Source: an optimization exercise on an open RTL-to-GDS flow (aim: small area and a short achievable clock period). Production flows keep margins and buffers that such runs may drop.
At most, simulation tests tie the RTL to the original design; equivalence was not proved.

== run 2 ==
==> flow/design.v (excerpt) <==
module ex_top (
    input  logic               clk,
    input  logic               reset,
    input  logic               in_valid,
    input  logic [4:0]         operator,
    input  logic [31:0]        operand1,
    input  logic [31:0]        operand2,
    input  logic [4:0]         dest_addr,
    input  logic               dest_write,
    output logic               out_valid,
    output logic [4:0]         write_addr,
    output logic               write_enable,
    output logic [31:0]        write_data
);
==> flow/config.mk <==
export PLATFORM = sky130hd
export DESIGN_NAME = ex_top
export DESIGN_NICKNAME = ex_top
export VERILOG_FILES = /design/flow/design.v
export SDC_FILE = /design/flow/constraint.sdc
export NUM_CORES = 4
export LEC_CHECK = 0
export ABC_AREA = 1
export CAP_MARGIN = 20
export CORE_MARGIN = 2
export CORE_UTILIZATION = 40
export SETUP_SLACK_MARGIN = 4.5
export SLEW_MARGIN = 20
export SYNTH_HIERARCHICAL = 1
==> flow/constraint.sdc <==
create_clock -name core_clock -period 14.0 [get_ports {clk}]
set_input_delay 2.8000 -clock core_clock [delete_from_list [all_inputs] [get_ports {clk}]]
set_output_delay 2.8000 -clock core_clock [all_outputs]
set_load 0.01 [all_outputs]
standard.sh (not shown) runs the stock make flow with config.mk's settings and CLKGATE_MAP_FILE= SYNTH_SCRIPT=/design/flow/synth_recipe.tcl, a recipe that flattens the netlist after the stock synthesis.
==> flow/flow/run.sh <==
#!/bin/bash
# Layout flow: the standard flow (standard.sh), with the port buffers
# inserted as sky130_fd_sc_hd__buf_2 cells instead of the default delay-buffer
# cells. Every tool's output goes to flow_run.log; ORFS keeps its per-step logs
# under orfs/logs.
set -euo pipefail
export BUFFER_PORTS_ARGS="-buffer_cell sky130_fd_sc_hd__buf_2"
bash standard.sh finish > flow_run.log 2>&1
Inputs modified between run 2 and run 5:
diff --git a/flow/design.v b/flow/design.v
--- a/flow/design.v
+++ b/flow/design.v
@@ -2590,33 +2590,38 @@
                       | ({32{op_mflo}} & lo);
     generate
         if (SHIFT_MULT) begin : g_wd
             logic sel_lo, sel_hi;
             assign sel_lo = sel_mul | op_sll;
             assign sel_hi = op_srl | op_sra;
             assign data_next = data_other | ({32{sel_lo}} & prod[31:0]) | ({32{sel_hi}} & prod[63:32]);
         end else begin : g_wd
-            assign data_next = data_other | ({32{sel_mul}} & prod[31:0]);
+            for (genvar j = 0; j < 32; j++) begin : g_b
+                ex_ao21 u_wd (.a(data_other[j]), .b(sel_mul), .c(prod[j]), .y(data_next[j]));
+            end
         end
     endgenerate
     always_ff @(posedge clk) begin
         if (reset) begin
             out_valid    <= 1'b0;
             write_enable <= 1'b0;
         end else begin
             out_valid    <= in_valid;
             write_enable <= in_valid & dest_write & ~ovf;
         end
     end
     always_ff @(posedge clk) begin
         write_addr <= dest_addr;
         write_data <= data_next;
     end
 endmodule
+module ex_ao21 (input logic a, input logic b, input logic c, output logic y);
+    assign y = a | (b & c);
+endmodule
 module ex_fa (input logic a, input logic b, input logic c, output logic s, output logic co);
     assign s  = a ^ b ^ c;
     assign co = (a & b) | (a & c) | (b & c);
 endmodule
 module ex_ha (input logic a, input logic b, output logic s, output logic co);
     assign s  = a ^ b;
     assign co = a & b;
 endmodule
### Flow results
- On full die area, run 2 tracks run 5 almost exactly.
- Re non-clock buffer instance count of the final layout: run 2 was higher than run 5.
- Lower final standard cell utilization of the core was reported by run 5, not run 2.
- Looking at setup fix buffers added after clock tree synthesis, run 5 sits 11 below run 2.
- Run 5 has post-cts repair resize count below what run 2 had.
- The higher count of multi-input gates of run 5 and run 2 is in run 2.
- met2 track demand over resource in global routing for run 5 is lower than for run 2.
- Delta (run 5 minus run 2): number of antenna violations at the first check in global routing moved down; detailed placer's ending HPWL fell by about 7%.
Function not checked in run 2: the RTL went through the layout flow alone.

--- another note on this design; it stands on its own ---

xenon:
// ex_top
module ex_top (
    input  logic               clk,
    input  logic               reset,
    input  logic               in_valid,
    input  logic [4:0]         operator,
    input  logic [31:0]        operand1,
    input  logic [31:0]        operand2,
    input  logic [4:0]         dest_addr,
    input  logic               dest_write,
    output logic               out_valid,
    output logic [4:0]         write_addr,
    output logic               write_enable,
    output logic [31:0]        write_data
);
Size: roughly 4100 cells after synthesis, ~100 flip-flops.
clock: 14.0 ns
lec_check: 0
abc_area: 1
cap_margin: 20
core_margin: 2
core_utilization: 40
setup_slack_margin: 4.5
slew_margin: 20
synth_hierarchical: 1
run.sh (not shown) runs the stock make flow with config.mk's settings and CLKGATE_MAP_FILE= SYNTH_SCRIPT=/design/flow/synth_recipe.tcl, a recipe that flattens the netlist after the stock synthesis.
xenon: no failed stages, no open violations at the end
Relative to xenon, the following input files were edited for lagoon:
Settings: SETUP_SLACK_MARGIN: 4.5 -> unset.
Notes after the runs:
- lagoon: PASS, flow complete, no timing, DRC or antenna violations
- From xenon to lagoon the numbers moved as follows: clock-buffer cell count up 3, area of placed instances held steady.
- Between xenon and lagoon, non-clock buffer count is lower for lagoon, xenon comes in above that.
- Between xenon and lagoon, the average wire per standard cell figures differ only marginally.
- Between xenon and lagoon, fraction of standard cell area in multi-input logic is higher for lagoon, xenon comes in under that.
- Delta(first-pass GRT wire length, lagoon - xenon) > 0
- Across both runs, register-to-register setup slack was higher for lagoon than for xenon.
- lagoon vs xenon — summed area of non-filler cells in the final layout dropped 1500 µm².
No functional check of the RTL was part of any run of this note.

-- separate check: timing with driven ports --
How much do the figures lean on ideal ports? The routed layouts below were timed once more, with nothing changed but the port constraints.
Step 1 sets driving cells, clkbuf_16 on the clock port and buf_2 on the other inputs (assumed; they add their load-dependent delay and slew).
Step 2, shift: input delay + t, output delay - t, t = (earliest + latest rising clock arrival at the registers) / 2. This alone moves slack from input paths to output paths.
a / b / c = ideal ports / drivers / drivers and shift; a / b = the first two.
| run | t, ns | setup WS [ns] | clock arrival spread, ns | cell pins on the clock port's net |
|---|---|---|---|---|
| run 2 | 0.430 | 4.600 / 4.540 / 4.109 | 0.017 / 0.017 | 1 |
| run 5 | 0.436 | 4.772 / 4.803 / 4.367 | 0.021 / 0.021 | 1 |
| xenon | 0.418 | 4.543 / 4.554 / 4.136 | 0.011 / 0.010 | 1 |
| lagoon | 0.415 | 3.117 / 3.136 / 2.721 | 0.011 / 0.011 | 1 |
After both steps every run listed still meets setup and hold. The setup slack of run 2, which loses most, moves by -0.060 ns with the drivers and by -0.491 ns with both steps.
